Context: an optimization exercise on an open-source flow, tuned for small area and a short achievable clock period. The choices shown serve that exercise and are no tape-out recipe. In this exercise RTL edits were held to simulation tests only and were not proved equivalent to the original. Power figures rest on the tool's default switching activity, not on a simulated workload.

**flow/constraint.sdc**
```tcl
create_clock -name core_clock -period 7.5 [get_ports {clk}]
set_input_delay 1.5000 -clock core_clock [delete_from_list [all_inputs] [get_ports {clk}]]
set_output_delay 1.5000 -clock core_clock [all_outputs]
set_load 0.01 [all_outputs]
```
**flow/design.v**
```verilog
package array_mp_pkg;
    localparam int DEFAULT_DATA_W = 8;
    localparam int DEFAULT_ADDR_W = 8;
    localparam int DEFAULT_CH     = 2;
    typedef enum logic [1:0] {
        ACC_IDLE,
        ACC_WRITE,
        ACC_READ,
        ACC_OOR
    } access_e;
    function automatic int idx_width(input int n);
        idx_width = (n > 1) ? $clog2(n) : 1;
    endfunction
    function automatic int wrap_inc(input int base, input int off, input int n);
        int s;
        s = base + off;
        wrap_inc = (s >= n) ? s - n : s;
    endfunction
endpackage
module rr_arbiter
#(
    parameter int N = array_mp_pkg::DEFAULT_CH
) (
    input  logic         clk,
    input  logic         rst,
    input  logic [N-1:0] req,
    output logic [N-1:0] gnt,
    output logic         any
);
    localparam int PTR_W = array_mp_pkg::idx_width(N);
    logic [PTR_W-1:0] ptr;
    logic [PTR_W-1:0] ptr_next;
    logic [PTR_W-1:0] idx;
    always_comb begin
        gnt      = '0;
        any      = 1'b0;
        ptr_next = ptr;
        idx      = '0;
        for (int k = 0; k < N; k++) begin
            idx = PTR_W'(array_mp_pkg::wrap_inc(int'(ptr), k, N));
            if (!any && req[idx]) begin
                gnt[idx] = 1'b1;
                any      = 1'b1;
                ptr_next = PTR_W'(array_mp_pkg::wrap_inc(int'(idx), 1, N));
            end
        end
    end
    always_ff @(posedge clk or posedge rst) begin
        if (rst) begin
            ptr <= '0;
        end else begin
            ptr <= ptr_next;
        end
    end
endmodule
module array_mp
#(
    parameter int DATA_W = array_mp_pkg::DEFAULT_DATA_W,
    parameter int ADDR_W = array_mp_pkg::DEFAULT_ADDR_W,
    parameter int DEPTH  = 1 << ADDR_W,
    parameter int CH     = array_mp_pkg::DEFAULT_CH,
    parameter int LO_W   = ADDR_W / 2
) (
    input  logic                 clk,
    input  logic                 rst,
    input  logic [CH*ADDR_W-1:0] addr,
    input  logic [CH-1:0]        we,
    input  logic [CH*DATA_W-1:0] di,
    input  logic [CH-1:0]        valid,
    output logic [CH-1:0]        ready,
    output logic [CH*DATA_W-1:0] dout
);
    localparam int HI_W  = ADDR_W - LO_W;
    localparam int NGRP  = 1 << HI_W;
    localparam int GSIZE = 1 << LO_W;
    logic [CH-1:0]         gnt;
    logic [CH-1:0][CH-1:0] blk;         
    logic [CH-1:0][CH-1:0] blk_next;
    always_comb begin
        for (int c = 0; c < CH; c++) begin
            gnt[c] = valid[c] & ~ready[c] & ~|(valid & blk[c]);
        end
    end
    logic [CH-1:0] ptr_oh;         
    logic [CH-1:0] ptr_oh_next;
    always_comb begin
        ptr_oh_next = ptr_oh;
        for (int g = 0; g < CH; g++) begin
            if (gnt[g]) ptr_oh_next = CH'(1) << ((g + 1) % CH);
        end
        for (int c = 0; c < CH; c++) begin
            for (int k = 0; k < CH; k++) begin
                blk_next[c][k] = 1'b0;
                for (int q = 0; q < CH; q++) begin
                    if (ptr_oh_next[q] && ((k - q + CH) % CH) < ((c - q + CH) % CH)) begin
                        blk_next[c][k] = ~gnt[k];
                    end
                end
            end
        end
    end
    always_ff @(posedge clk or posedge rst) begin
        if (rst) begin
            ptr_oh <= CH'(1);
            for (int c = 0; c < CH; c++) begin
                for (int k = 0; k < CH; k++) begin
                    blk[c][k] <= (k < c);
                end
            end
        end else begin
            ptr_oh <= ptr_oh_next;
            blk    <= blk_next;
        end
    end
    logic [GSIZE-1:0]  lo_oh;
    logic [NGRP-1:0]   hi_oh;
    logic              sel_we;
    logic [DATA_W-1:0] sel_di;
    logic              wr_en;
    logic [NGRP-1:0]   hi_wr;
    always_comb begin
        lo_oh  = '0;
        hi_oh  = '0;
        sel_we = 1'b0;
        sel_di = '0;
        for (int c = 0; c < CH; c++) begin
            for (int i = 0; i < GSIZE; i++) begin
                lo_oh[i] = lo_oh[i] | (gnt[c] & (addr[c*ADDR_W +: LO_W] == LO_W'(i)));
            end
            for (int j = 0; j < NGRP; j++) begin
                hi_oh[j] = hi_oh[j] | (gnt[c] & (addr[c*ADDR_W + LO_W +: HI_W] == HI_W'(j)));
            end
            sel_we = sel_we | (gnt[c] & we[c]);
            sel_di = sel_di | (di[c*DATA_W +: DATA_W] & {DATA_W{gnt[c]}});
        end
    end
    assign wr_en = sel_we & ~rst;
    assign hi_wr = hi_oh & {NGRP{wr_en}};
    logic [DEPTH-1:0][DATA_W-1:0] words;
    always_ff @(posedge clk) begin
        for (int j = 0; j < NGRP; j++) begin
            for (int i = 0; i < GSIZE; i++) begin
                if (hi_wr[j] && lo_oh[i]) begin
                    words[j*GSIZE + i] <= sel_di;
                end
            end
        end
    end
    logic [NGRP-1:0][DATA_W-1:0] part;
    logic [DATA_W-1:0]           rd;
    always_comb begin
        rd = '0;
        for (int j = 0; j < NGRP; j++) begin
            part[j] = '0;
            for (int i = 0; i < GSIZE; i++) begin
                part[j] = part[j] | (words[j*GSIZE + i] & {DATA_W{lo_oh[i]}});
            end
            rd = rd | (part[j] & {DATA_W{hi_oh[j]}});
        end
    end
    always_ff @(posedge clk or posedge rst) begin
        if (rst) begin
            ready <= '0;
            dout  <= '0;
        end else begin
            ready <= gnt;
            for (int c = 0; c < CH; c++) begin
                if (gnt[c]) begin
                    dout[c*DATA_W +: DATA_W] <= we[c] ? di[c*DATA_W +: DATA_W] : rd;
                end
            end
        end
    end
endmodule
module array_mp4 (
    input  logic        clk,
    input  logic        rst,
    input  logic [31:0] addr,
    input  logic [3:0]  we,
    input  logic [31:0] di,
    input  logic [3:0]  valid,
    output logic [3:0]  ready,
    output logic [31:0] dout
);
    array_mp #(
        .DATA_W(8),
        .ADDR_W(8),
        .DEPTH (256),
        .CH    (4)
    ) u_mp (
        .clk   (clk),
        .rst   (rst),
        .addr  (addr),
        .we    (we),
        .di    (di),
        .valid (valid),
        .ready (ready),
        .dout  (dout)
    );
endmodule
```
**flow/run.sh**
```bash
#!/bin/bash
# synth_recipe.tcl (not shown) runs the flow's synth.tcl, then flattens the netlist and writes it again
# the make line also repeats each setting of config.mk as NAME=value (left out here)
make -C /OpenROAD-flow-scripts/flow DESIGN_CONFIG=/design/flow/config.mk WORK_HOME=/design/flow/orfs CLKGATE_MAP_FILE= SYNTH_SCRIPT=/design/flow/synth_recipe.tcl finish
```
**flow/config.mk**
```make
export PLATFORM = sky130hd
export DESIGN_NAME = array_mp4
export DESIGN_NICKNAME = array_mp4
export VERILOG_FILES = /design/flow/design.v
export SDC_FILE = /design/flow/constraint.sdc
export NUM_CORES = 4
export LEC_CHECK = 0
export CAP_MARGIN = 20
export CORE_MARGIN = 2
export CORE_UTILIZATION = 40
export SETUP_SLACK_MARGIN = 2.0
export SLEW_MARGIN = 20
export TNS_END_PERCENT = 0
```
==> reports/qor.csv, run 1 <==
metric;value;unit
R2R cell count;11;
first-pass GRT wire length;377;mm
dpl hpwl;167;mm
dpl cell area;86500;µm²
final instance area;93500;µm²
Vias/cell;6.36;
Hold Path Origin;u_mp.dout[6];
share of the synthesized area in the top cell type;0.756;
via count;51600;
Core Region;202000;µm²
post-synth cell types;58;
GPL Wtd Cong;0.928;
Clock transition at path regs;60;ps
H-tree lvl count;4;
Final Power;30000;µW
CP endpoint kind;register;
crit-path max FO;83;
Pleak;0.0308;µW
Max Cap Violations;0;
Core Util, Final;0.462;
worst skew pair latency;850;ps
main area contributors after synthesis;edfxtp_1, a22oi_1, a41oi_1;
Critical Path AT;6630;ps
port buffer count;109;
initial core utilization;0.402;
TNS Setup;0;ps
mapped cell area;81300;µm²
final setup fails;0;
post-synthesis async set-or-reset flop share;0.0248;
Pre-antenna DRT Iters;8;
P per Cell Area;321;nW/µm²
global route overflow;0;
Crit Path Category;input port to register;
total CTS buffers;205;
Area growth syn-to-layout;14.9;%
# DRC;0;
Hold Crit Depth;2;
routed wire length;272;mm
Worst VDD drop;0.255;mV
Slew HR;0.190;
number of enable flip-flop cells after synthesis;2048;
Startpoint Class;input port;
die area;207000;µm²
top_reg_cell synth;edfxtp_1;
final-report max-slew violation count;0;
Hold Crit Endpoint;u_mp.dout[6];
Post-Syn Instances;5051;
layout cells sized above 1;0.122;
Overall Global Routing Usage;0.257;
synth cell count leaders;edfxtp_1, a22oi_1, nand2_1;
RSZ-0062 raised after global routing;yes;
HP Class;register to register;
Die Ht;455;µm
syn_area_per_cell;16.1;µm²
Final Critical Period;5910;ps
end of the worst register-to-register path;u_mp.dout[29];
Clock Tree Buf Depth;3;
Final Hold Fails;0;
sequential fraction of the synthesis area;0.772;
nets;5333;
largest net degree at the start of global routing;123;
Synth Warn #;1;
vias in the first global route;48500;
IO Pins;110;
initial drt markers;9020;
Worst Path Required;8220;ps
initial antenna violation count;10;
Yosys reg bits;2100;
post-route ant nets;0;
crit share post-route;0.788;
TritonCTS clock tree;yes;
Worst R2R Start;u_mp.blk[13];
clock tree sinks;2100;
post-synth top area cell;edfxtp_1;
most frequent cell after synthesis;edfxtp_1;
row cnt;165;
drt wl/cell;33.6;µm
status;timing/DRC/antenna clean;
Worst-Margin Slew;1210;ps
Die X-Extent;455;µm
Root Driver;clkbuf_16;
reg2reg setup slack;2460;ps
Fmax;169;MHz
clk_skew;30.0;ps
## power by group
part	internal [µW]	switching [µW]
combinational	1160	4010
clock	5730	4480
sequential	14600	75.4
## registers in the layout, summed over array words and instances, names as in the netlist
name and flops:
u_mp.ready 4, u_mp.ptr_oh 4, u_mp.words 2048, u_mp.dout 32, u_mp.blk 12
## stage by stage
stage	instances	hold slack, ps	setup slack [ps]
3_3_place_gp	7689	481	586
5_1_grt	8102	521	1740
6_report	8107	494	1590
2_1_floorplan	5051	521	649
4_1_cts	8075	498	1840
3_5_place_dp	7691	485	692
## logic make-up (layout without fill, tap and decap cells)
group / after synthesis / after routing / share of synthesized area
AO/OA/AOI/OAI: 1414 / 1414 / 0.137
buffers and inverters: 588 / 964 / 0.0293
AND/OR/NAND/NOR: 949 / 952 / 0.0610
flip-flops: 2100 / 2100 / 0.772
other: 0 / 5 / 0
## worst max-delay path by stage
stage	start	endpoint	slack, ps	cells past startpoint
final	valid[2]	u_mp.dout[29]	1590	12
after global placement	valid[2]	u_mp.dout[20]	590	13
after CTS	valid[3]	u_mp.dout[4]	1840	13
after global routing	valid[2]	u_mp.dout[12]	1740	14
after detailed placement	valid[3]	u_mp.dout[12]	690	13
after floorplan	valid[0]	u_mp.words[1006]	650	8
## layer usage
metal	track usage	vias to the layer above	wire length, µm
met2	0.380	3592	119000
met4	0.119	12	13300
met3	0.0762	599	34700
met1	0.350	26300	105000
li1	-	21100	-
met5	0	-	83
## area by class of cell
| type | instances | area [µm²] |
|---|---|---|
| multi-input cells | 2366 | 16500 |
| inverters | 220 | 827 |
| fillers | 17200 | 109000 |
| clock inverters | 124 | 1280 |
| repair buffers | 366 | 3370 |
| diodes | 5 | 12.5 |
| clock buffers | 254 | 5310 |
| flip-flops and latches | 2100 | 62800 |
| well taps | 2672 | 3340 |
## timing repair
action                     4_1_cts  5_1_grt
setup endpoints to repair       32     1749
hold buffers                     0        0
pin swaps                        3       10
gates cloned                     2        1
resized for setup                4       27
setup buffers                    4       26
## placed cells by master (no fill, tap or decap), types with 38 or more instances in the layout
cell	instances
nand3_1	76
clkbuf_16	205
a22o_1	56
a22oi_1	799
a41oi_1	205
clkinv_1	48
nor2_1	253
clkdlybuf4s50_1	109
a2111oi_0	47
buf_4	227
o31ai_1	89
a21oi_1	38
edfxtp_1	2048
dfrtp_1	45
inv_1	218
clkbuf_1	49
a221o_1	54
nand2_1	272
nand4_1	102
## critical path, cell delays in order
cell	delay (ps)
clkdlybuf4s50_1	610
nand2_1	460
nand4_1	340
nand4_4	490
buf_12	380
a22oi_1	830
nand3_1	160
o31ai_1	460
o2111ai_1	240
nor4_2	560
buf_4	240
o21ai_1	70
==> run 2: changes to the inputs <==
--- a/flow/design.v
+++ b/flow/design.v
@@ -147,15 +147,42 @@
         end
     end
-    logic [NGRP-1:0][DATA_W-1:0] part;
-    logic [DATA_W-1:0]           rd;
-    always_comb begin
-        rd = '0;
-        for (int j = 0; j < NGRP; j++) begin
-            part[j] = '0;
-            for (int i = 0; i < GSIZE; i++) begin
-                part[j] = part[j] | (words[j*GSIZE + i] & {DATA_W{lo_oh[i]}});
-            end
-            rd = rd | (part[j] & {DATA_W{hi_oh[j]}});
-        end
+    logic [NGRP*2*DATA_W-1:0]     l2;
+    logic [NGRP*DATA_W-1:0]       l3;
+    logic [4*DATA_W-1:0]          l4;
+    logic [2*DATA_W-1:0]          l5;
+    logic [DATA_W-1:0]            rd;
+    for (genvar b = 0; b < DATA_W; b++) begin : g_bit
+        for (genvar j = 0; j < NGRP; j++) begin : g_grp
+            for (genvar h = 0; h < 2; h++) begin : g_half
+                logic [7:0] wv;
+                for (genvar k = 0; k < 8; k++) begin : g_w
+                    assign wv[k] = words[j*GSIZE + 8*h + k][b];
+                end
+                amp_ao8 u_l12 (
+                    .w(wv),
+                    .s(lo_oh[8*h +: 8]),
+                    .y(l2[(j*2 + h)*DATA_W + b])
+                );
+            end
+            amp_o21ai u_l3 (
+                .a1(l2[(j*2 + 0)*DATA_W + b]), .a2(l2[(j*2 + 1)*DATA_W + b]),
+                .b1(hi_oh[j]),
+                .y (l3[j*DATA_W + b])
+            );
+        end
+        for (genvar g = 0; g < 4; g++) begin : g_quad
+            amp_nand4 u_l4 (
+                .a(l3[(4*g + 0)*DATA_W + b]), .b(l3[(4*g + 1)*DATA_W + b]),
+                .c(l3[(4*g + 2)*DATA_W + b]), .d(l3[(4*g + 3)*DATA_W + b]),
+                .y(l4[g*DATA_W + b])
+            );
+        end
+        for (genvar h = 0; h < 2; h++) begin : g_oct
+            amp_nor2 u_l5 (
+                .a(l4[(2*h)*DATA_W + b]), .b(l4[(2*h + 1)*DATA_W + b]),
+                .y(l5[h*DATA_W + b])
+            );
+        end
+        amp_nand2 u_l6 (.a(l5[b]), .b(l5[DATA_W + b]), .y(rd[b]));
     end
     always_ff @(posedge clk or posedge rst) begin
@@ -172,4 +199,23 @@
         end
     end
+endmodule
+module amp_ao8 (input logic [7:0] w, input logic [7:0] s, output logic y);
+    logic [3:0] n;
+    for (genvar k = 0; k < 4; k++) begin : g_p
+        assign n[k] = ~((w[2*k] & s[2*k]) | (w[2*k+1] & s[2*k+1]));
+    end
+    assign y = ~&n;
+endmodule
+module amp_nand4 (input logic a, b, c, d, output logic y);
+    assign y = ~(a & b & c & d);
+endmodule
+module amp_o21ai (input logic a1, a2, b1, output logic y);
+    assign y = ~((a1 | a2) & b1);
+endmodule
+module amp_nor2 (input logic a, b, output logic y);
+    assign y = ~(a | b);
+endmodule
+module amp_nand2 (input logic a, b, output logic y);
+    assign y = ~(a & b);
 endmodule
 module array_mp4 (
--- a/flow/config.mk
+++ b/flow/config.mk
@@ -6,8 +6,9 @@
 export NUM_CORES = 4
 export LEC_CHECK = 0
-export CAP_MARGIN = 20
+export CAP_MARGIN = 30
 export CORE_MARGIN = 2
 export CORE_UTILIZATION = 40
-export SETUP_SLACK_MARGIN = 2.0
-export SLEW_MARGIN = 20
+export SETUP_SLACK_MARGIN = 3.0
+export SLEW_MARGIN = 30
+export SYNTH_HIERARCHICAL = 1
 export TNS_END_PERCENT = 0
==> run 2 against run 1 <==
- clock skew fell by 0.56 ps
- synthesized cell count fell by 15%
- still clean on timing, DRC and antenna
- utilization is 1.3 points higher
- die area down 3.4%
- global-route usage shrank 1.6 points
- sequential share of layout area is 0.56 points higher
- synthesized area decreased by 3.4%
- via count down 9.9%
==> reports/qor.csv, run 2 <==
metric;value;unit;change
Fmax;216;MHz;+28%
top_reg_cell synth;edfxtp_1;;
Clock transition at path regs;60;ps;about the same
Synth Warn #;7;;+6
Pleak;0.0288;µW;-6.6%
slowest CP cell;clkdlybuf4s50_1;;
Final Power;29300;µW;-2.5%
hold_buf cts;0;;unchanged
Post-Synth Simple-Gate Area;0.0639;;+0.00285
Worst-Margin Slew;1030;ps;-184 ps
crit-path max FO;20;;-76%
status;timing/DRC/antenna clean;;
crit-path cells;clkdlybuf4s50_1 -> and2_1 -> nand4_1 -> buf_4 -> o32ai_4 -> a211oi_4 -> bufinv_8 -> buf_6 -> buf_4 -> a22oi_1 -> nand4_1 -> o21ai_2 -> nand4_1 -> nor2_4 -> nand2_4 -> mux2i_1 -> o21ai_0;;
total CTS buffers;202;;-1.5%
reported net switching power;8350;µW;-2.4%
H-tree lvl count;4;;unchanged
Clk pwr share;0.331;;-0.009
hold_ws;480;ps;-14.2 ps
# DRC;0;;unchanged
Max Cap Violations;0;;unchanged
first-pass GRT wire length;342;mm;-9.4%
post-synth top area cell;edfxtp_1;;
Die Ht;447;µm;-1.7%
layout cells sized above 1;0.188;;+0.0662
CP dominant cell by count;nand4_1;;
Synth Area in Compound Gates;0.123;;-0.0148
Worst Path Required;8220;ps;about the same
Worst VDD drop;0.291;mV;+14%
global route overflow;0;;unchanged
crit share post-route;0.618;;-0.170
share of the synthesized area in the top cell type;0.783;;+0.0266
Core Region;195000;µm²;-3.5%
sw frac;0.285;;+0.000328
post-route ant nets;0;;unchanged
P per Cell Area;316;nW/µm²;-1.7%
critical path's top delay family;simple AND/OR/NAND/NOR gates;;
reg2reg setup slack;3500;ps;+1040 ps
initial core utilization;0.403;;+0.000508
Final Critical Period;4630;ps;-1280 ps
combinational family with the most area after synthesis;compound AO/OA/AOI/OAI gates;;
area of the multi-input gates;16300;µm²;-1.5%
number of enable flip-flop cells after synthesis;2048;;unchanged
initial antenna violation count;13;;+3
Filler cells;16300;;-5.0%
largest net degree at the start of global routing;160;;+30%
nets;4876;;-8.6%
IO Pins;110;;unchanged
Vias/cell;6.11;;-4.1%
CP endpoint kind;register;;
max FFs per register;2048;;unchanged
Yosys reg bits;2100;;unchanged
Slew HR;0.316;;+0.127
vias in the first global route;45300;;-6.6%
via count;46500;;-9.9%
Area growth syn-to-layout;18.0;%;
register area;62800;µm²;unchanged
Comb power frac;0.169;;-0.003
Startpoint Class;input port;;
post-synthesis async set-or-reset flop share;0.0248;;unchanged
initial drt markers;5369;;-40%
routed wire length;243;mm;-11%
main area contributors after synthesis;edfxtp_1, a22oi_1, nand4_1;;
RSZ-0062 raised after global routing;yes;;
dpl hpwl;146;mm;-12%
sequential fraction of the synthesis area;0.799;;+0.0272
syn_area_per_cell;18.3;µm²;+13%
Post-Syn Instances;4301;;-15%
Crit Path Category;input port to register;;
HP Class;register to register;;
TritonCTS clock tree;yes;;
final-report max-slew violation count;0;;unchanged
Final Hold Fails;0;;unchanged
Int Pwr;20900;µW;-2.6%
most common cell after layout, fill and taps aside;edfxtp_1;;
final setup fails;0;;unchanged
Core Util, Final;0.475;;+0.0130
port buffer count;109;;unchanged
die area;200000;µm²;-3.4%
GPL Wtd Cong;0.927;;-0.19%
crit path buf inv count;5;;+2
TNS Setup;0;ps;unchanged
most frequent cell after synthesis;edfxtp_1;;
Critical Path AT;5350;ps;-1280 ps
most frequent cells in the layout;edfxtp_1, a22oi_1, nand4_1;;
portion of netlist area occupied by mux cells;0.00408;;+0.00408
mapped cell area;78600;µm²;-3.4%
Biggest register;u_mp.words;;
biggest regs;u_mp.words (2048), u_mp.dout (32), u_mp.blk (12);;
Pre-antenna DRT Iters;5;;-3
clk_skew;29.4;ps;-0.557 ps
synth cell count leaders;edfxtp_1, a22oi_1, nand4_1;;
drt wl/cell;31.9;µm;-5.0%
Overall Global Routing Usage;0.240;;-0.0165
Root Driver;clkbuf_16;;
post-synth cell types;55;;-5.2%
Die X-Extent;447;µm;-1.7%
Sequential Power Share;0.500;;+0.012
Synth Area in Adders;0;;unchanged
worst skew pair latency;850;ps;about the same
Clock Tree Buf Depth;3;;unchanged
critical path's largest stage delay;500;ps;-330 ps
row cnt;162;;-1.8%
clock tree sinks;2100;;unchanged
Synth Area in XOR/XNOR;0;;unchanged
## run 2: repair_timing
item                                     CTS  global route
endpoints found under the hold margin      0             0
pin swaps                                 46            36
gates cloned                               7             0
setup buffers                             18             9
endpoints found under the setup margin  2961           507
gates resized for setup                  187            41
## run 2: metrics by stage
step / std cells / instance area (µm²) / worst slack (ps)
6_report: 7610 / 92700 / 2870
5_1_grt: 7607 / 92700 / 2870
2_1_floorplan: 4301 / 78600 / 2450
3_5_place_dp: 7185 / 84900 / 812
3_3_place_gp: 7185 / 84800 / 821
4_1_cts: 7587 / 92300 / 2990
## run 2: layout make-up
| cell class | count | share of cell area |
|---|---|---|
| multi-input combinational | 2077 | 0.175 |
| timing repair inverter | 2 | 0.000189 |
| timing repair buffer | 379 | 0.0399 |
| antenna | 11 | 0.000297 |
| tap | 2624 | 0.0354 |
| clock inverter | 121 | 0.00908 |
| inverter | 40 | 0.00412 |
| clock buffer | 256 | 0.0581 |
| sequential | 2100 | 0.678 |
## run 2: worst paths after layout
path	start	cells after the start	endpoint
setup / recovery	addr[3]	17	u_mp.dout[20]
hold / removal	u_mp.dout[4]	2	u_mp.dout[4]
setup reg to reg	u_mp.blk[8]	16	u_mp.dout[8]
hold reg to reg	u_mp.dout[4]	2	u_mp.dout[4]
max in group asynchronous	rst	3	u_mp.dout[7]
min in group asynchronous	rst	2	u_mp.blk[1]
## run 2: power by group through the flow
| stage | Sequential, µW | Clock [µW] | Combinational, µW |
|---|---|---|---|
| final | 14600 | 9700 | 4940 |
| after global routing | 14600 | 10300 | 5150 |
| after CTS | 14600 | 9800 | 4810 |
| after detailed placement | 14900 | 0 | 4550 |
| after global placement | 14900 | 0 | 4460 |
| after floorplan | 15000 | 0 | 2100 |
## run 2: kinds of logic (layout without fill, tap and decap cells)
kind of cell	after synthesis	after routing
other	0	11
flip-flops	2100	2100
AO/OA/AOI/OAI	1282	1283
buffers and inverters	127	798
multiplexers	32	32
AND/OR/NAND/NOR	760	762
## run 2: metal layers
layer,track usage,routed length (µm),up-vias,share of wire
met1,0.306,90400,24100,0.37
met3,0.0371,18600,469,0.076
li1,-,-,19600,-
met5,0,9,-,0.000037
met4,0.134,14600,2,0.060
met2,0.395,119000,2325,0.49
## run 2: tightest hold or removal path, delay by kind of cell, from the launching register on
kind,cells,cell delay (ps)
AOI/OAI and AO/OA,1,60
and+or+nand+nor,1,50
DFF,1,340
## run 2: modules after synthesis (local to each module, per instance), a selection
module,times used,flops+latches
amp_ao8,256,0
amp_nand4,32,0
amp_o21ai,128,0
amp_nand2,8,0
amp_nor2,16,0
==> run 3: changes to the inputs <==
--- a/flow/design.v
+++ b/flow/design.v
@@ -77,9 +77,4 @@
     logic [CH-1:0][CH-1:0] blk;         
     logic [CH-1:0][CH-1:0] blk_next;
-    always_comb begin
-        for (int c = 0; c < CH; c++) begin
-            gnt[c] = valid[c] & ~ready[c] & ~|(valid & blk[c]);
-        end
-    end
     logic [CH-1:0] ptr_oh;         
     logic [CH-1:0] ptr_oh_next;
@@ -117,31 +112,38 @@
     logic              sel_we;
     logic [DATA_W-1:0] sel_di;
-    logic              wr_en;
-    logic [NGRP-1:0]   hi_wr;
-    always_comb begin
-        lo_oh  = '0;
-        hi_oh  = '0;
-        sel_we = 1'b0;
-        sel_di = '0;
-        for (int c = 0; c < CH; c++) begin
-            for (int i = 0; i < GSIZE; i++) begin
-                lo_oh[i] = lo_oh[i] | (gnt[c] & (addr[c*ADDR_W +: LO_W] == LO_W'(i)));
-            end
-            for (int j = 0; j < NGRP; j++) begin
-                hi_oh[j] = hi_oh[j] | (gnt[c] & (addr[c*ADDR_W + LO_W +: HI_W] == HI_W'(j)));
-            end
-            sel_we = sel_we | (gnt[c] & we[c]);
-            sel_di = sel_di | (di[c*DATA_W +: DATA_W] & {DATA_W{gnt[c]}});
-        end
-    end
-    assign wr_en = sel_we & ~rst;
-    assign hi_wr = hi_oh & {NGRP{wr_en}};
+    logic              hit;
+    logic [ADDR_W-1:0] sel_addr;
+    logic              wb_v;
+    logic [ADDR_W-1:0] wb_addr;
+    logic [DATA_W-1:0] wb_d;
+    amp_sel #(
+        .DATA_W(DATA_W), .ADDR_W(ADDR_W), .CH(CH), .LO_W(LO_W)
+    ) u_sel (
+        .addr   (addr),
+        .we     (we),
+        .di     (di),
+        .valid  (valid),
+        .ready  (ready),
+        .blk    (blk),
+        .wb_v   (wb_v),
+        .wb_addr(wb_addr),
+        .gnt    (gnt),
+        .hit    (hit),
+        .sel_addr(sel_addr),
+        .lo_oh  (lo_oh),
+        .hi_oh  (hi_oh),
+        .sel_we (sel_we),
+        .sel_di (sel_di)
+    );
+    always_ff @(posedge clk) begin
+        wb_v    <= sel_we & ~rst;
+        wb_addr <= sel_addr;
+        wb_d    <= sel_di;
+    end
     logic [DEPTH-1:0][DATA_W-1:0] words;
     always_ff @(posedge clk) begin
-        for (int j = 0; j < NGRP; j++) begin
-            for (int i = 0; i < GSIZE; i++) begin
-                if (hi_wr[j] && lo_oh[i]) begin
-                    words[j*GSIZE + i] <= sel_di;
-                end
+        for (int w = 0; w < DEPTH; w++) begin
+            if (wb_v && wb_addr == ADDR_W'(w)) begin
+                words[w] <= wb_d;
             end
         end
@@ -151,5 +153,4 @@
     logic [4*DATA_W-1:0]          l4;
     logic [2*DATA_W-1:0]          l5;
-    logic [DATA_W-1:0]            rd;
     for (genvar b = 0; b < DATA_W; b++) begin : g_bit
         for (genvar j = 0; j < NGRP; j++) begin : g_grp
@@ -184,5 +185,19 @@
             );
         end
-        amp_nand2 u_l6 (.a(l5[b]), .b(l5[DATA_W + b]), .y(rd[b]));
+    end
+    logic [CH*DATA_W-1:0] dout_next;
+    for (genvar c = 0; c < CH; c++) begin : g_ch
+        logic xn;
+        assign xn = ~(gnt[c] & ~we[c] & ~hit);
+        for (genvar b = 0; b < DATA_W; b++) begin : g_b
+            logic yn;
+            assign yn = ~((gnt[c] & we[c] & di[c*DATA_W + b]) | (gnt[c] & ~we[c] & hit & wb_d[b])
+                        | (~gnt[c] & dout[c*DATA_W + b]));
+            amp_a32oi u_d (
+                .a1(yn), .a2(l5[b]), .a3(l5[DATA_W + b]),
+                .b1(yn), .b2(xn),
+                .y (dout_next[c*DATA_W + b])
+            );
+        end
     end
     always_ff @(posedge clk or posedge rst) begin
@@ -192,9 +207,5 @@
         end else begin
             ready <= gnt;
-            for (int c = 0; c < CH; c++) begin
-                if (gnt[c]) begin
-                    dout[c*DATA_W +: DATA_W] <= we[c] ? di[c*DATA_W +: DATA_W] : rd;
-                end
-            end
+            dout  <= dout_next;
         end
     end
@@ -216,6 +227,55 @@
     assign y = ~(a | b);
 endmodule
-module amp_nand2 (input logic a, b, output logic y);
-    assign y = ~(a & b);
+module amp_a32oi (input logic a1, a2, a3, b1, b2, output logic y);
+    assign y = ~((a1 & a2 & a3) | (b1 & b2));
+endmodule
+module amp_sel
+#(
+    parameter int DATA_W = 8,
+    parameter int ADDR_W = 8,
+    parameter int CH     = 4,
+    parameter int LO_W   = 4
+) (
+    input  logic [CH*ADDR_W-1:0]   addr,
+    input  logic [CH-1:0]          we,
+    input  logic [CH*DATA_W-1:0]   di,
+    input  logic [CH-1:0]          valid,
+    input  logic [CH-1:0]          ready,
+    input  logic [CH-1:0][CH-1:0]  blk,
+    input  logic                   wb_v,
+    input  logic [ADDR_W-1:0]      wb_addr,
+    output logic [CH-1:0]          gnt,
+    output logic                   hit,
+    output logic [ADDR_W-1:0]      sel_addr,
+    output logic [(1<<LO_W)-1:0]   lo_oh,
+    output logic [(1<<(ADDR_W-LO_W))-1:0] hi_oh,
+    output logic                   sel_we,
+    output logic [DATA_W-1:0]      sel_di
+);
+    localparam int HI_W  = ADDR_W - LO_W;
+    always_comb begin
+        for (int c = 0; c < CH; c++) begin
+            gnt[c] = valid[c] & ~ready[c] & ~|(valid & blk[c]);
+        end
+        lo_oh  = '0;
+        hi_oh  = '0;
+        sel_we   = 1'b0;
+        sel_di   = '0;
+        sel_addr = '0;
+        hit      = 1'b0;
+        for (int c = 0; c < CH; c++) begin
+            hit      = hit | (gnt[c] & (addr[c*ADDR_W +: ADDR_W] == wb_addr));
+            sel_addr = sel_addr | (addr[c*ADDR_W +: ADDR_W] & {ADDR_W{gnt[c]}});
+            for (int i = 0; i < (1 << LO_W); i++) begin
+                lo_oh[i] = lo_oh[i] | (gnt[c] & (addr[c*ADDR_W +: LO_W] == LO_W'(i)));
+            end
+            for (int j = 0; j < (1 << HI_W); j++) begin
+                hi_oh[j] = hi_oh[j] | (gnt[c] & (addr[c*ADDR_W + LO_W +: HI_W] == HI_W'(j)));
+            end
+            sel_we = sel_we | (gnt[c] & we[c]);
+            sel_di = sel_di | (di[c*DATA_W +: DATA_W] & {DATA_W{gnt[c]}});
+        end
+        hit = hit & wb_v;
+    end
 endmodule
 module array_mp4 (
--- a/flow/config.mk
+++ b/flow/config.mk
@@ -9,5 +9,6 @@
 export CORE_MARGIN = 2
 export CORE_UTILIZATION = 40
-export SETUP_SLACK_MARGIN = 3.0
+export CTS_BUF_LIST = sky130_fd_sc_hd__clkbuf_8
+export SETUP_SLACK_MARGIN = 4.0
 export SLEW_MARGIN = 30
 export SYNTH_HIERARCHICAL = 1
==> run 3 against run 2 <==
- first-iteration DRC count up 21%
- critical path depth down 6
- power down 8.8%
- combinational power down 34%
- non-clock buffer count up 47
- utilization up 0.93 points
- via count up 7.9%
- synthesized cell count up 4.7%
- wire length up 6.4%
- register-to-register slack better by 240 ps
- critical path type unchanged
- highest routed layer unchanged
==> reports/qor.csv, run 3 <==
metric;value;unit;change
status;timing/DRC/antenna clean;;
Vias/cell;6.21;;+1.7%
post-synth top area cell;edfxtp_1;;
first-pass GRT wire length;358;mm;+4.9%
post-route ant nets;0;;unchanged
vias in the first global route;48400;;+7.0%
P per Cell Area;282;nW/µm²;-11%
Synth Warn #;8;;+1
nets;5242;;+7.5%
Area growth syn-to-layout;20.1;%;
H-tree lvl count;5;;+1
Pleak;0.0294;µW;+2.2%
final instance area;94700;µm²;+2.2%
initial drt markers;6486;;+21%
Core Util, Final;0.485;;+0.00925
RSZ-0062 raised after global routing;yes;;
layout cells sized above 1;0.215;;+0.0277
drt wl/cell;32.0;µm;+0.27%
Final Power;26700;µW;-8.8%
TritonCTS clock tree;yes;;
dpl hpwl;142;mm;-2.6%
Clock transition at path regs;60;ps;about the same
routed wire length;259;mm;+6.4%
Die X-Extent;448;µm;+0.19%
Fmax;257;MHz;+19%
Clock Tree Buf Depth;4;;+1
Post-Syn Instances;4502;;+4.7%
Cells after DPL;7292;;+1.5%
Core Region;195000;µm²;+0.21%
worst skew pair latency;1030;ps;+180 ps
initial antenna violation count;34;;+21
hold_buf cts;0;;unchanged
crit-path max FO;44;;+120%
synth cell count leaders;edfxtp_1, a22oi_1, nand4_1;;
post-synth cell types;65;;+18%
global route overflow;0;;unchanged
non-filler instance count after layout;8076;;+6.1%
final setup fails;0;;unchanged
dpl cell area;85400;µm²;+0.56%
number of enable flip-flop cells after synthesis;2048;;unchanged
Worst VDD drop;0.183;mV;-37%
# DRC;0;;unchanged
Max Cap Violations;0;;unchanged
HP Class;register to register;;
Die Ht;448;µm;+0.19%
Final Hold Fails;0;;unchanged
Overall Global Routing Usage;0.249;;+0.00899
most frequent cells in the layout;edfxtp_1, a22oi_1, clkbuf_8;;
sequential fraction of the synthesis area;0.800;;+0.000979
row cnt;162;;unchanged
Pre-antenna DRT Iters;5;;unchanged
syn_area_per_cell;17.5;µm²;-4.1%
via count;50200;;+7.9%
share of the synthesized area in the top cell type;0.780;;-0.00296
Worst-Margin Slew;1000;ps;-20.9 ps
Slew HR;0.329;;+0.0130
max FFs per register;2048;;unchanged
top_reg_cell synth;edfxtp_1;;
clock tree sinks;2116;;+0.76%
GPL Wtd Cong;0.903;;-2.5%
mapped cell area;78900;µm²;+0.38%
initial core utilization;0.404;;+0.000688
Startpoint Class;input port;;
Critical Path AT;4770;ps;-580 ps
die area;201000;µm²;+0.38%
Biggest register;u_mp.words;;
main area contributors after synthesis;edfxtp_1, a22oi_1, nand4_1;;
IO Pins;110;;unchanged
crit share post-route;0.518;;-0.0994
CP endpoint kind;register;;
port buffer count;109;;unchanged
biggest regs;u_mp.words (2048), u_mp.dout (32), u_mp.blk (12);;
Yosys reg bits;2116;;+0.76%
post-synthesis async set-or-reset flop share;0.0241;;-0.000660
Final Critical Period;3890;ps;-746 ps
Root Driver;clkbuf_8;;
Worst Path Required;8380;ps;+160 ps
most frequent cell after synthesis;edfxtp_1;;
total CTS buffers;354;;+75%
Crit Path Category;input port to register;;
most common cell after layout, fill and taps aside;edfxtp_1;;
clk_skew;68.7;ps;+39.2 ps
largest net degree at the start of global routing;101;;-37%
final-report max-slew violation count;0;;unchanged
run 3: changes by cell type in the layout (fill, tap and decap cells not counted), sizes merged, moves of 33 or more:
cell	delta
buf	+44
nand3b	+33
clkbuf	+118
nor2	+33
o21ai	-35
a32oi	+38
inv	+94
nand3	+48
run 3: logic make-up (layout without fill, tap and decap cells):
group,count (synthesis),in the layout,synth area share
AND/OR/NAND/NOR,899,905,0.0660
AO/OA/AOI/OAI,1308,1316,0.122
other,1,38,0.0000475
XOR/XNOR,32,32,0.00355
flip-flops,2116,2116,0.800
buffers and inverters,146,1045,0.00808
run 3: worst max-delay path: stages:
cell and delay [ps]:
clkdlybuf4s15_2 390, nand2b_2 290, o22ai_4 160, a211o_4 410, buf_12 220, a22oi_1 260, nand4_1 180, o21ai_1 320
nand4_1 450, nor2_2 340, a32oi_1 130
run 3: stage by stage:
step / setup TNS, ps / hold slack, ps / setup WS [ps]
global placement: 0 / 541 / 1010
global route: 0 / 598 / 3690
detailed placement: 0 / 561 / 1020
CTS: 0 / 560 / 3790
floorplan: -17250 / 525 / -539
finish: 0 / 578 / 3610
run 3: worst paths after layout:
check | to | cells past startpoint | slack, ps | startpoint
worst max-delay path | u_mp.dout[13] | 11 | 3610 | addr[19]
worst min-delay path | u_mp.blk[13] | 2 | 580 | u_mp.ptr_oh[0]
worst max register to register | u_mp.dout[13] | 15 | 3740 | u_mp.blk[9]
worst min register to register | u_mp.blk[13] | 2 | 580 | u_mp.ptr_oh[0]
max in group asynchronous | u_mp.ready[3] | 2 | 5990 | rst
min in group asynchronous | u_mp.dout[18] | 2 | 1010 | rst
run 3: report_power, final:
| part | switching [µW] | total, µW | internal [µW] |
|---|---|---|---|
| clock | 4510 | 9190 | 4680 |
| combinational | 2500 | 3280 | 781 |
| sequential | 306 | 14200 | 13900 |
run 3: per-layer routing:
| metal | part of all wire | vias up | track usage | routed length (µm) |
|---|---|---|---|---|
| li1 | - | 20900 | - | - |
| met1 | 0.38 | 25800 | 0.326 | 99000 |
| met2 | 0.47 | 2855 | 0.393 | 123000 |
| met3 | 0.088 | 600 | 0.0499 | 22800 |
| met4 | 0.055 | 2 | 0.135 | 14100 |
| met5 | 0.000050 | - | 0 | 13 |
run 3: what timing repair did:
action	4_1_cts	5_1_grt
resized for setup	276	77
endpoints found under the setup margin	234	93
setup buffers	71	29
gates cloned	34	7
pin swaps	99	66
run 3: Yosys stat by module, one instance, submodules excluded, excerpt:
module	copies in the design	cells	area (µm²)	flops+latches
amp_ao8	256	5	36.3	0
amp_a32oi	32	1	8.76	0
amp_nand4	32	1	6.26	0
amp_o21ai	128	1	5.00	0
amp_nor2	16	1	3.75	0
run 3: final cells by class:
cell class / instances / area (µm²)
diodes: 34 / 85.1
clock buffers: 365 / 5020
clock inverters: 241 / 1120
fillers: 16300 / 101000
inverters: 13 / 51.3
multi-input cells: 2257 / 17200
flip-flops and latches: 2116 / 63200
well taps: 2624 / 3280
repair buffers: 426 / 4810
==> run 4: changes to the inputs <==
--- a/flow/config.mk
+++ b/flow/config.mk
@@ -8,6 +8,7 @@
 export CAP_MARGIN = 30
 export CORE_MARGIN = 2
-export CORE_UTILIZATION = 40
-export CTS_BUF_LIST = sky130_fd_sc_hd__clkbuf_8
+export CORE_UTILIZATION = 50
+export CTS_CLUSTER_DIAMETER = 100
+export CTS_CLUSTER_SIZE = 20
 export SETUP_SLACK_MARGIN = 4.0
 export SLEW_MARGIN = 30
==> run 4 against run 3 <==
- power fell by 9.5%
- global-route usage rose by 5.5 points
- cell count fell by 13%
- sequential share of layout area rose by 2.6 points
- maximum frequency fell by 5.1%
- still clean
- largest power group unchanged
- die area fell by 20%
- wire length rose by 1.6%
- clock power fell by 28%
- non-clock buffer count fell by 13
- via count fell by 0.88%
==> reports/qor.csv, run 4 <==
metric;value;unit;change
crit share post-route;0.546;;+0.0279
Core Region;156000;µm²;-20%
Overall Global Routing Usage;0.304;;+0.0549
die area;161000;µm²;-20%
Post-Synth Simple-Gate Area;0.0660;;unchanged
number of enable flip-flop cells after synthesis;2048;;unchanged
Worst-Margin Slew;1030;ps;+27.0 ps
share of the synthesized area in the top cell type;0.780;;unchanged
sequential fraction of the synthesis area;0.800;;unchanged
initial drt markers;7995;;+23%
Root Driver;clkbuf_16;;
vias in the first global route;45600;;-5.8%
synth cell count leaders;edfxtp_1, a22oi_1, nand4_1;;
final-report max-slew violation count;0;;unchanged
most frequent cell after synthesis;edfxtp_1;;
combinational family with the most area after synthesis;compound AO/OA/AOI/OAI gates;;
main area contributors after synthesis;edfxtp_1, a22oi_1, nand4_1;;
final setup fails;0;;unchanged
Die Ht;401;µm;-10%
sw frac;0.275;;+0.000672
initial antenna violation count;15;;-56%
RSZ-0062 raised after global routing;yes;;
hold_ws;569;ps;-8.56 ps
mapped cell area;78900;µm²;unchanged
GPL Wtd Cong;0.879;;-2.6%
Fmax;244;MHz;-5.1%
total CTS buffers;116;;-67%
reported net switching power;6640;µW;-9.3%
port buffer count;109;;unchanged
Post-Syn Instances;4502;;unchanged
most common cell after layout, fill and taps aside;edfxtp_1;;
TritonCTS clock tree;yes;;
portion of netlist area occupied by mux cells;0;;unchanged
post-synth cell types;65;;unchanged
Yosys reg bits;2116;;unchanged
crit-path max FO;10;;-77%
Clk pwr share;0.273;;-0.071
Clock Tree Buf Depth;3;;-1
Crit Path Category;input port to register;;
Worst Path Required;8140;ps;-240 ps
Final Hold Fails;0;;unchanged
Pre-antenna DRT Iters;6;;+1
Clock transition at path regs;90;ps;+30 ps
Vias/cell;7.07;;+14%
Biggest register;u_mp.words;;
syn_area_per_cell;17.5;µm²;unchanged
post-synth top area cell;edfxtp_1;;
drt wl/cell;37.3;µm;+17%
Synth Area in XOR/XNOR;0.00355;;unchanged
max FFs per register;2048;;unchanged
largest net degree at the start of global routing;185;;+83%
nets;4991;;-4.8%
row cnt;145;;-10%
worst skew pair latency;800;ps;-230 ps
post-route ant nets;0;;unchanged
status;timing/DRC/antenna clean;;
Sequential Power Share;0.589;;+0.056
# DRC;0;;unchanged
Final Critical Period;4100;ps;+209 ps
biggest regs;u_mp.words (2048), u_mp.dout (32), u_mp.blk (12);;
global route overflow;0;;unchanged
clk_skew;39.9;ps;-28.8 ps
P per Cell Area;265;nW/µm²;-6.0%
hold_buf cts;0;;unchanged
reg2reg setup slack;3800;ps;+60 ps
Synth Area in Compound Gates;0.122;;unchanged
routed wire length;263;mm;+1.6%
Die X-Extent;401;µm;-10%
final instance area;91200;µm²;-3.7%
Area growth syn-to-layout;15.6;%;
Filler cells;11600;;-29%
Synth Warn #;8;;unchanged
TNS Setup;0;ps;unchanged
HP Class;register to register;;
initial core utilization;0.504;;+0.101
Pleak;0.0273;µW;-7.0%
clock tree sinks;2116;;unchanged
Worst VDD drop;0.236;mV;+29%
Slew HR;0.310;;-0.0193
first-pass GRT wire length;350;mm;-2.4%
H-tree lvl count;3;;-2
dpl cell area;84800;µm²;-0.73%
Startpoint Class;input port;;
via count;49700;;-0.88%
Synth Area in Adders;0;;unchanged
Comb power frac;0.138;;+0.015
Critical Path AT;4740;ps;-30 ps
top_reg_cell synth;edfxtp_1;;
most frequent cells in the layout;edfxtp_1, a22oi_1, nand4_1;;
Int Pwr;17500;µW;-9.6%
Max Cap Violations;0;;unchanged
IO Pins;110;;unchanged
dpl hpwl;141;mm;-1.0%
CP endpoint kind;register;;
layout cells sized above 1;0.177;;-0.0387
post-synthesis async set-or-reset flop share;0.0241;;unchanged
## run 4: critical path, stage by stage
cell             delay [ps]
clkdlybuf4s15_2         290
nor2b_1                 220
and4_1                  220
a31oi_1                 220
o211ai_1                160
buf_4                   200
bufbuf_16               310
a22oi_1                 150
nand4_1                 290
o21ai_2                 300
nand4_1                 350
nor2_4                  350
a32oi_1                 150
## run 4: per-module statistics from Yosys (local to each module, per instance), a selection
module	cell area, µm²	flip-flops and latches	cells
amp_ao8	36.3	0	5
amp_o21ai	5.00	0	1
amp_a32oi	8.76	0	1
amp_nand4	6.26	0	1
amp_nor2	3.75	0	1
## run 4: per-stage QoR
step / worst slack, ps / instances / power, µW / utilization
2_1_floorplan: -539 / 4505 / 16000 / -
3_3_place_gp: 1500 / 6720 / 17300 / 0.536
3_5_place_dp: 1610 / 6732 / 17400 / 0.542
4_1_cts: 3670 / 6983 / 24000 / 0.576
5_1_grt: 3410 / 7026 / 24700 / 0.583
6_report: 3400 / 7032 / 24200 / 0.583
## run 4: cell families (layout without fill, tap and decap cells)
| logic type | after synthesis | count (layout) |
|---|---|---|
| buffers and inverters | 146 | 591 |
| AOI/OAI and AO/OA | 1308 | 1316 |
| xor gates and xnor gates | 32 | 32 |
| other | 1 | 14 |
| DFF | 2116 | 2116 |
| and+or+nand+nor | 899 | 905 |
## run 4: repair_timing
| action | CTS | global route |
|---|---|---|
| gates cloned | 26 | 20 |
| endpoints found under the setup margin | 49 | 58 |
| pin swaps | 72 | 67 |
| resized for setup | 245 | 128 |
| buffers inserted | 60 | 17 |
## run 4: area by class of cell
type	count	area, µm²	area share
repair buffers	413	4920	0.0539
well taps	2058	2570	0.0282
clock buffers	156	3070	0.0337
diodes	10	25.0	0.000275
inverters	13	56.3	0.000618
flip-flops and latches	2116	63200	0.693
clock inverters	9	145	0.00159
multi-input cells	2257	17200	0.189
## run 4: worst paths after layout
kind | start | to | depth (start not counted)
min in group asynchronous | rst | u_mp.ready[0] | 3
hold / removal | u_mp.ptr_oh[0] | u_mp.blk[13] | 2
setup / recovery | addr[10] | u_mp.dout[29] | 13
max in group asynchronous | rst | u_mp.dout[15] | 3
setup reg to reg | u_mp.blk[13] | u_mp.dout[29] | 13
hold reg to reg | u_mp.ptr_oh[0] | u_mp.blk[13] | 2
## run 4: layer usage
metal | track usage | vias to the layer above | routed length [µm]
met2 | 0.438 | 3451 | 113000
li1 | - | 20100 | -
met4 | 0.0964 | 2 | 9560
met1 | 0.456 | 25700 | 105000
met3 | 0.0768 | 454 | 34700
met5 | 0 | - | 13
## run 4: power by group through the flow
| stage | Combinational, µW | Clock (µW) | Sequential, µW |
|---|---|---|---|
| finish | 3340 | 6590 | 14200 |
| global route | 3450 | 7010 | 14200 |
| global placement | 2760 | 0 | 14500 |
| CTS | 3130 | 6630 | 14200 |
| detailed placement | 2940 | 0 | 14500 |
| floorplan | 1070 | 0 | 14900 |
==> run 5: changes to the inputs <==
--- a/flow/design.v
+++ b/flow/design.v
@@ -258,6 +258,4 @@
             gnt[c] = valid[c] & ~ready[c] & ~|(valid & blk[c]);
         end
-        lo_oh  = '0;
-        hi_oh  = '0;
         sel_we   = 1'b0;
         sel_di   = '0;
@@ -267,10 +265,4 @@
             hit      = hit | (gnt[c] & (addr[c*ADDR_W +: ADDR_W] == wb_addr));
             sel_addr = sel_addr | (addr[c*ADDR_W +: ADDR_W] & {ADDR_W{gnt[c]}});
-            for (int i = 0; i < (1 << LO_W); i++) begin
-                lo_oh[i] = lo_oh[i] | (gnt[c] & (addr[c*ADDR_W +: LO_W] == LO_W'(i)));
-            end
-            for (int j = 0; j < (1 << HI_W); j++) begin
-                hi_oh[j] = hi_oh[j] | (gnt[c] & (addr[c*ADDR_W + LO_W +: HI_W] == HI_W'(j)));
-            end
             sel_we = sel_we | (gnt[c] & we[c]);
             sel_di = sel_di | (di[c*DATA_W +: DATA_W] & {DATA_W{gnt[c]}});
@@ -278,4 +270,52 @@
         hit = hit & wb_v;
     end
+    logic [CH-1:0]                 nb_lo, nb_hi;
+    logic [CH-1:0][(1<<LO_W)-1:0]  dlo, tlo;
+    logic [CH-1:0][(1<<HI_W)-1:0]  dhi, thi;
+    for (genvar c = 0; c < CH; c++) begin : g_c
+        amp_a222oi u_nb_lo (
+            .a1(valid[(c+1)%CH]), .a2(blk[c][(c+1)%CH]),
+            .b1(valid[(c+2)%CH]), .b2(blk[c][(c+2)%CH]),
+            .c1(valid[(c+3)%CH]), .c2(blk[c][(c+3)%CH]),
+            .y (nb_lo[c])
+        );
+        amp_a222oi u_nb_hi (
+            .a1(valid[(c+1)%CH]), .a2(blk[c][(c+1)%CH]),
+            .b1(valid[(c+2)%CH]), .b2(blk[c][(c+2)%CH]),
+            .c1(valid[(c+3)%CH]), .c2(blk[c][(c+3)%CH]),
+            .y (nb_hi[c])
+        );
+        amp_dec #(.W(LO_W)) u_dlo (.a(addr[c*ADDR_W +: LO_W]),        .en(~ready[c]), .y(dlo[c]));
+        amp_dec #(.W(HI_W)) u_dhi (.a(addr[c*ADDR_W + LO_W +: HI_W]), .en(~ready[c]), .y(dhi[c]));
+        for (genvar i = 0; i < (1 << LO_W); i++) begin : g_lo
+            amp_nand3 u_t (.a(valid[c]), .b(nb_lo[c]), .c(dlo[c][i]), .y(tlo[c][i]));
+        end
+        for (genvar j = 0; j < (1 << HI_W); j++) begin : g_hi
+            amp_nand3 u_t (.a(valid[c]), .b(nb_hi[c]), .c(dhi[c][j]), .y(thi[c][j]));
+        end
+    end
+    for (genvar i = 0; i < (1 << LO_W); i++) begin : g_lo_or
+        amp_nand4 u_o (.a(tlo[0][i]), .b(tlo[1][i]), .c(tlo[2][i]), .d(tlo[3][i]), .y(lo_oh[i]));
+    end
+    for (genvar j = 0; j < (1 << HI_W); j++) begin : g_hi_or
+        amp_nand4 u_o (.a(thi[0][j]), .b(thi[1][j]), .c(thi[2][j]), .d(thi[3][j]), .y(hi_oh[j]));
+    end
+endmodule
+module amp_dec #(parameter int W = 4) (
+    input  logic [W-1:0]      a,
+    input  logic              en,
+    output logic [(1<<W)-1:0] y
+);
+    always_comb begin
+        for (int i = 0; i < (1 << W); i++) begin
+            y[i] = en & (a == W'(i));
+        end
+    end
+endmodule
+module amp_a222oi (input logic a1, a2, b1, b2, c1, c2, output logic y);
+    assign y = ~((a1 & a2) | (b1 & b2) | (c1 & c2));
+endmodule
+module amp_nand3 (input logic a, b, c, output logic y);
+    assign y = ~(a & b & c);
 endmodule
 module array_mp4 (
--- a/flow/config.mk
+++ b/flow/config.mk
@@ -8,7 +8,6 @@
 export CAP_MARGIN = 30
 export CORE_MARGIN = 2
-export CORE_UTILIZATION = 50
-export CTS_CLUSTER_DIAMETER = 100
-export CTS_CLUSTER_SIZE = 20
+export CORE_UTILIZATION = 40
+export CTS_BUF_LIST = sky130_fd_sc_hd__clkbuf_8
 export SETUP_SLACK_MARGIN = 4.0
 export SLEW_MARGIN = 30
==> run 5 against run 4 <==
- final area rose by 3.0%
- clock skew rose by 56 ps
- synthesized area is 0.73% higher
- hold slack improved by 2.1 ps
- first-iteration DRC count decreased by 21%
- combinational power grew 36%
- clock power is 33% higher
- sequential cell count is the same
- count of clock-buffer cells in the layout is 200 higher
- global-route usage is 7.6 points lower
==> reports/qor.csv, run 5 <==
metric;value;unit;change
post-synth top area cell;edfxtp_1;;
Overall Global Routing Usage;0.229;;-0.0756
HP Class;register to register;;
Startpoint Class;input port;;
initial antenna violation count;4;;-11
Worst Path Required;8440;ps;+300 ps
routed wire length;243;mm;-7.5%
Post-Synth Simple-Gate Area;0.0769;;+0.0109
Root Driver;clkbuf_8;;
die area;202000;µm²;+26%
Biggest register;u_mp.words;;
status;timing/DRC/antenna clean;;
vias in the first global route;48400;;+6.0%
Filler cells;16700;;+44%
Cells after DPL;7503;;+11%
Vias/cell;6.14;;-13%
TritonCTS clock tree;yes;;
combinational family with the most area after synthesis;compound AO/OA/AOI/OAI gates;;
final-report max-slew violation count;0;;unchanged
Final Hold Fails;0;;unchanged
port buffer count;109;;unchanged
final setup fails;0;;unchanged
Synth Area in Adders;0;;unchanged
clk_skew;95.8;ps;+55.9 ps
Fmax;271;MHz;+11%
post-synth cell types;48;;-26%
row cnt;163;;+12%
Yosys reg bits;2116;;unchanged
crit-path max FO;8;;-2
# DRC;0;;unchanged
RSZ-0062 raised after global routing;yes;;
Pre-antenna DRT Iters;8;;+2
Die Ht;450;µm;+12%
main area contributors after synthesis;edfxtp_1, a22oi_1, nand4_1;;
post-route ant nets;0;;unchanged
Synth Area in Compound Gates;0.118;;-0.00412
Synth Warn #;9;;+1
initial drt markers;6289;;-21%
total CTS buffers;350;;+200%
Core Region;197000;µm²;+26%
dpl cell area;86500;µm²;+2.0%
syn_area_per_cell;17.2;µm²;-2.1%
most common cell after layout, fill and taps aside;edfxtp_1;;
Crit Path Category;input port to register;;
most frequent cell after synthesis;edfxtp_1;;
global route overflow;0;;unchanged
via count;50200;;+0.95%
H-tree lvl count;5;;+2
drt wl/cell;29.7;µm;-20%
non-filler instance count after layout;8175;;+16%
post-synthesis async set-or-reset flop share;0.0241;;unchanged
CP endpoint kind;register;;
final instance area;93900;µm²;+3.0%
most frequent cells in the layout;edfxtp_1, a22oi_1, clkbuf_8;;
crit share post-route;0.491;;-0.0551
Final Critical Period;3680;ps;-413 ps
sequential fraction of the synthesis area;0.795;;-0.00577
Worst-Margin Slew;1000;ps;-28.7 ps
max FFs per register;2048;;unchanged
Post-Syn Instances;4630;;+2.8%
share of the synthesized area in the top cell type;0.774;;-0.00563
IO Pins;110;;unchanged
Die X-Extent;450;µm;+12%
first-pass GRT wire length;340;mm;-2.9%
top_reg_cell synth;edfxtp_1;;
Worst VDD drop;0.167;mV;-29%
number of enable flip-flop cells after synthesis;2048;;unchanged
synth cell count leaders;edfxtp_1, a22oi_1, nand4_1;;
clock tree sinks;2116;;unchanged
Slew HR;0.331;;+0.0213
initial core utilization;0.402;;-0.102
Max Cap Violations;0;;unchanged
Clock transition at path regs;60;ps;-30 ps
GPL Wtd Cong;0.881;;+0.17%
nets;5368;;+7.6%
Synth Area in XOR/XNOR;0.00353;;-0.0000256
P per Cell Area;295;nW/µm²;+11%
largest net degree at the start of global routing;225;;+22%
portion of netlist area occupied by mux cells;0;;unchanged
layout cells sized above 1;0.193;;+0.0166
biggest regs;u_mp.words (2048), u_mp.dout (32), u_mp.blk (12);;
dpl hpwl;139;mm;-0.94%
Critical Path AT;4620;ps;-120 ps
worst skew pair latency;1070;ps;+270 ps
Pleak;0.0291;µW;+6.3%
TNS Setup;0;ps;unchanged
mapped cell area;79400;µm²;+0.73%
Area growth syn-to-layout;18.2;%;
Clock Tree Buf Depth;4;;+1
-- run 5: cell count changes in the layout (fill, tap and decap cells not counted), sizes merged, moves of 9 or more --
cell / change
nand3b: +15
clkbuf: +197
nand2: -9
nand3: +86
nand4: +11
nor2: +75
nor2b: -16
clkinvlp: +10
clkinv: +108
nor3: +29
nand2b: +9
a211o: -10
inv: +99
buf: +14
-- run 5: Yosys stat by module, one instance, submodules excluded, a selection --
| module | cell area (µm²) | flops+latches | copies in the design | cells |
|---|---|---|---|---|
| amp_nor2 | 3.75 | 0 | 16 | 1 |
| amp_ao8 | 36.3 | 0 | 256 | 5 |
| amp_a222oi | 10.0 | 0 | 8 | 1 |
| amp_a32oi | 8.76 | 0 | 32 | 1 |
| amp_nand3 | 5.00 | 0 | 128 | 1 |
| amp_o21ai | 5.00 | 0 | 128 | 1 |
| amp_nand4 | 6.26 | 0 | 64 | 1 |
-- run 5: layout make-up --
| cell class | count | area [µm²] | share of cell area |
|---|---|---|---|
| antenna | 8 | 20.0 | 0.000213 |
| clock buffer | 356 | 4900 | 0.0522 |
| clock inverter | 229 | 938 | 0.0100 |
| inverter | 10 | 37.5 | 0.000400 |
| multi-input combinational | 2393 | 17000 | 0.181 |
| sequential | 2116 | 63200 | 0.673 |
| tap | 2640 | 3300 | 0.0352 |
| timing repair buffer | 423 | 4510 | 0.0480 |
-- run 5: what timing repair did --
item	CTS	global route
pin swaps	55	61
endpoints found under the hold margin	0	0
hold buffers	0	0
endpoints found under the setup margin	71	67
setup buffers	42	13
gates cloned	11	9
resized for setup	115	85
-- run 5: path summary, 6_finish.rpt --
| kind | depth (start not counted) | slack (ps) | to | start |
|---|---|---|---|---|
| worst max-delay path | 16 | 3820 | u_mp.dout[27] | valid[0] |
| worst min-delay path | 2 | 570 | u_mp.blk[13] | u_mp.ptr_oh[0] |
| worst max register to register | 14 | 4010 | u_mp.dout[27] | u_mp.ready[0] |
| worst min register to register | 2 | 570 | u_mp.blk[13] | u_mp.ptr_oh[0] |
| max in group asynchronous | 3 | 5820 | u_mp.dout[15] | rst |
| min in group asynchronous | 2 | 830 | u_mp.blk[6] | rst |
-- run 5: power by group --
part           switching, µW  internal (µW)  total, µW
sequential               346          14000      14300
combinational           3330           1210       4540
clock                   4420           4370       8790
total                   8100          19600      27700
-- run 5: cells by family (layout without fill, tap and decap cells) --
family | Yosys count | count (layout)
simple gates | 1083 | 1083
flops | 2116 | 2116
compound gates | 1274 | 1274
xor+xnor | 32 | 32
other cells | 1 | 12
buf+inv | 124 | 1018
-- run 5: metrics by stage --
step / util / power [µW] / worst slack (ps) / hold WS (ps)
finish: 0.476 / 27700 / 3820 / 571
global route: 0.475 / 28500 / 3840 / 581
CTS: 0.473 / 27600 / 3860 / 572
detailed placement: 0.438 / 18700 / 1090 / 562
global placement: 0.433 / 18500 / 694 / 556
floorplan: - / 16600 / 1350 / 525
-- run 5: worst max-delay path, cell delays in order --
cell and delay [ps]:
clkbuf_4 160, buf_12 120, a222oi_1 90, buf_4 160
buf_4 160, nand3_1 90, nand4_1 260, clkbuf_16 290
buf_4 170, a22oi_1 190, nand4_1 130, o21ai_1 310
nand4_1 470, nor2_4 270, buf_12 140, a32oi_1 90
-- run 5: layer usage --
metal | track usage | part of all wire
met1 | 0.302 | 0.39
met2 | 0.371 | 0.48
met3 | 0.0396 | 0.081
met4 | 0.102 | 0.045
met5 | 0 | 0
==> run 6: changes to the inputs <==
==> flow/flow/run.sh (new file) <==
#!/bin/bash
# The standard layout (the standard.sh, ORFS from synthesis to finish) with three changes:
#  - port buffers are buf_4 cells (the default pick is a delay cell), and
#  - timing repair may change a cell's footprint (MATCH_CELL_FOOTPRINT=0), so
#    those port buffers and the logic can be resized freely;
#  - CTS adds no dummy load cells.
# Each tool's output goes to the ORFS logs under orfs/logs; make's own output to make.log.
set -euo pipefail
export BUFFER_PORTS_ARGS="-buffer_cell sky130_fd_sc_hd__buf_4"
export MATCH_CELL_FOOTPRINT=0
export CTS_ARGS="-sink_clustering_enable -repair_clock_nets -dont_use_dummy_load"
bash standard.sh \
  "BUFFER_PORTS_ARGS=$BUFFER_PORTS_ARGS" \
  "MATCH_CELL_FOOTPRINT=$MATCH_CELL_FOOTPRINT" \
  "CTS_ARGS=$CTS_ARGS" \
  finish > make.log 2>&1
test -f out/final.def
==> flow/standard.sh (new file) <==
#!/bin/bash
# synth_recipe.tcl (not shown) runs the flow's synth.tcl, then flattens the netlist and writes it again
# the make line also repeats each setting of config.mk as NAME=value (left out here)
make -C /OpenROAD-flow-scripts/flow DESIGN_CONFIG=/design/flow/config.mk WORK_HOME=/design/flow/orfs CLKGATE_MAP_FILE= SYNTH_SCRIPT=/design/flow/synth_recipe.tcl "${@:-finish}"
--- a/flow/config.mk
+++ b/flow/config.mk
@@ -9,5 +9,4 @@
 export CORE_MARGIN = 2
 export CORE_UTILIZATION = 40
-export CTS_BUF_LIST = sky130_fd_sc_hd__clkbuf_8
 export SETUP_SLACK_MARGIN = 4.0
 export SLEW_MARGIN = 30
removed: flow/run.sh
==> run 6 against run 5 <==
- still clean on timing, DRC and antenna
- hold slack got worse by 6.5 ps
- clock skew rose by 6.8 ps
- final area decreased by 1.4%
- critical path type unchanged
==> reports/qor.csv, run 6 <==
metric;value;unit;change
status;timing/DRC/antenna clean;;
end of the worst register-to-register path;u_mp.dout[11];;
Biggest register;u_mp.words;;
Filler cells;16700;;-0.20%
drt wl/cell;32.7;µm;+10%
# DRC;0;;unchanged
Worst VDD drop;0.250;mV;+50%
RSZ-0062 raised after global routing;yes;;
post-synth cell types;48;;unchanged
nets;5163;;-3.8%
vias in the first global route;47600;;-1.5%
Worst-Margin Slew;1060;ps;+54.0 ps
Core Util, Final;0.469;;-0.00686
portion of netlist area occupied by mux cells;0;;unchanged
final-report max-slew violation count;0;;unchanged
CP endpoint kind;register;;
H-tree lvl count;4;;-1
largest net degree at the start of global routing;213;;-5.3%
clk_skew;103;ps;+6.78 ps
initial core utilization;0.402;;unchanged
Area growth syn-to-layout;16.5;%;
final instance area;92500;µm²;-1.4%
Post-Synth Simple-Gate Area;0.0769;;unchanged
top_reg_cell synth;edfxtp_1;;
sequential fraction of the synthesis area;0.795;;unchanged
most frequent cells in the layout;edfxtp_1, a22oi_1, nand4_1;;
dpl cell area;85700;µm²;-0.92%
most frequent cell after synthesis;edfxtp_1;;
Core Region;197000;µm²;unchanged
reg2reg setup slack;3940;ps;-70 ps
GPL Wtd Cong;0.863;;-2.0%
post-route ant nets;0;;unchanged
R2R cell count;13;;-1
Die X-Extent;450;µm;unchanged
most common cell after layout, fill and taps aside;edfxtp_1;;
Synth Warn #;9;;unchanged
Hold Crit Endpoint;u_mp.blk[13];;
share of the synthesized area in the top cell type;0.774;;unchanged
Root Driver;clkbuf_16;;
Pre-antenna DRT Iters;8;;unchanged
number of enable flip-flop cells after synthesis;2048;;unchanged
worst slack, placed;1820;ps;+726 ps
Yosys reg bits;2116;;unchanged
initial drt markers;6669;;+6.0%
Post-Syn Instances;4630;;unchanged
Max Cap Violations;0;;unchanged
Startpoint Class;input port;;
final setup margin;3750;ps;-69.6 ps
via count;49800;;-0.73%
layout cells sized above 1;0.174;;-0.0193
initial antenna violation count;5;;+1
first-pass GRT wire length;357;mm;+5.1%
Slew HR;0.295;;-0.0360
IO Pins;110;;unchanged
Overall Global Routing Usage;0.245;;+0.0158
total CTS buffers;206;;-41%
P per Cell Area;297;nW/µm²;+0.82%
port buffer count;109;;unchanged
Clock transition at path regs;60;ps;about the same
Die Ht;450;µm;unchanged
mapped cell area;79400;µm²;unchanged
biggest regs;u_mp.words (2048), u_mp.dout (32), u_mp.blk (12);;
Pleak;0.0280;µW;-3.5%
synth cell count leaders;edfxtp_1, a22oi_1, nand4_1;;
Worst R2R Start;u_mp.ready[0];;
Synth Area in XOR/XNOR;0.00353;;unchanged
final setup fails;0;;unchanged
clock tree sinks;2116;;unchanged
crit share post-route;0.500;;+0.00927
TritonCTS clock tree;yes;;
TNS Setup;0;ps;unchanged
crit-path max FO;66;;+58
global route overflow;0;;unchanged
Critical Path AT;4460;ps;-160 ps
Synth Area in Adders;0;;unchanged
dpl hpwl;134;mm;-3.8%
worst skew pair latency;850;ps;-220 ps
Crit Path Category;input port to register;;
Vias/cell;6.44;;+5.0%
Final Hold Fails;0;;unchanged
Hold Path Origin;u_mp.ptr_oh[0];;
syn_area_per_cell;17.2;µm²;unchanged
post-synthesis async set-or-reset flop share;0.0241;;unchanged
Synth Area in Compound Gates;0.118;;unchanged
die area;202000;µm²;unchanged
HP Class;register to register;;
post-synth top area cell;edfxtp_1;;
routed wire length;253;mm;+4.2%
max FFs per register;2048;;unchanged
Final Critical Period;3750;ps;+69.6 ps
Fmax;266;MHz;-1.9%
main area contributors after synthesis;edfxtp_1, a22oi_1, nand4_1;;
hold_buf cts;0;;unchanged
Hold Crit Depth;2;;unchanged
combinational family with the most area after synthesis;compound AO/OA/AOI/OAI gates;;
row cnt;163;;unchanged
Clock Tree Buf Depth;3;;-1
Worst Path Required;8210;ps;-230 ps
==> run 6: final cells by class <==
type,count,area (µm²),share of cell area
clock buffers,206,5150,0.0557
diodes,4,10.0,0.000108
flip-flops and latches,2116,63200,0.683
repair buffers,362,3960,0.0428
multi-input cells,2393,16900,0.183
well taps,2640,3300,0.0357
inverters,10,37.5,0.000406
==> run 6: where the power goes <==
group	internal, µW	switching [µW]
Combinational	1090	3260
Clock	4770	3980
Sequential	14000	392
==> run 6: worst max path at each step <==
stage                     slack, ps  cells after the start      from            end
after floorplan                1350                      9  valid[0]   u_mp.dout[0]
after global placement         1240                     12  valid[0]  u_mp.dout[22]
after detailed placement       1820                     13  valid[0]  u_mp.dout[23]
after CTS                      3980                     13  valid[1]  u_mp.dout[30]
after global routing           3740                     15  valid[0]   u_mp.dout[8]
final                          3750                     13  valid[1]  u_mp.dout[11]
==> run 6: cells by family (layout without fill, tap and decap cells) <==
| kind of cell | after synthesis | in the layout |
|---|---|---|
| other | 1 | 8 |
| XOR/XNOR | 32 | 32 |
| AO/OA/AOI/OAI | 1274 | 1274 |
| flip-flops | 2116 | 2116 |
| buffers and inverters | 124 | 578 |
| AND/OR/NAND/NOR | 1083 | 1083 |
==> run 6: per-module statistics from Yosys (local to each module, per instance), a selection <==
| module | flops+latches | area [µm²] | times used |
|---|---|---|---|
| amp_a222oi | 0 | 10.0 | 8 |
| amp_a32oi | 0 | 8.76 | 32 |
| amp_nor2 | 0 | 3.75 | 16 |
| amp_nand4 | 0 | 6.26 | 64 |
| amp_nand3 | 0 | 5.00 | 128 |
| amp_ao8 | 0 | 36.3 | 256 |
| amp_o21ai | 0 | 5.00 | 128 |
==> run 6: metrics by stage <==
step | power, µW | instances | hold slack (ps)
floorplan | 16600 | 4633 | 525
global placement | 18400 | 7437 | 548
detailed placement | 18500 | 7454 | 555
CTS | 27400 | 7723 | 532
global route | 28100 | 7727 | 578
finish | 27500 | 7731 | 565
==> run 6: repair_timing <==
action / 4_1_cts / 5_1_grt
gates cloned: 30 / 0
endpoints found under the setup margin: 32 / 32
resized for setup: 178 / 4
setup buffers: 33 / 0
pin swaps: 41 / 1
==> run 6: layer usage <==
metal / share of wire / vias up / track usage
met1: 0.39 / 25900 / 0.328
li1: - / 20600 / -
met5: 0 / - / 0
met3: 0.089 / 491 / 0.0402
met4: 0.047 / 0 / 0.109
met2: 0.48 / 2851 / 0.393
==> run 6: critical path, cell delays in order <==
cell,delay (ps)
buf_16,130
a222oi_1,120
buf_4,210
nand3_1,110
nand4_1,180
buf_12,230
clkbuf_16,350
a22oi_1,200
nand4_1,120
o21ai_1,320
nand4_1,330
nor2_4,350
a32oi_1,160

## port drivers added, routing unchanged
Ports are ideal in the flow. The routed layouts listed here were re-timed in OpenROAD. Step 1 sets driving cells, clkbuf_16 on the clock port and buf_2 on the other inputs (assumed; they add their load-dependent delay and slew). Step 2, shift: input delay + t, output delay - t, t = (earliest + latest rising clock arrival at the registers) / 2. This alone moves slack from input paths to output paths. a / b / c = ideal / step 1 / step 2; a / b = the first two.
run	shift t [ns]	slack for setup (ns)
run 1	0.944	1.591 / 1.656 / 0.712
run 2	0.920	2.867 / 2.936 / 2.016
run 3	1.092	3.612 / 3.511 / 2.419
run 4	0.865	3.403 / 3.450 / 2.585
run 5	1.124	3.816 / 3.844 / 2.755
run 6	0.895	3.747 / 3.657 / 2.762
After both steps every run listed still meets setup and hold.
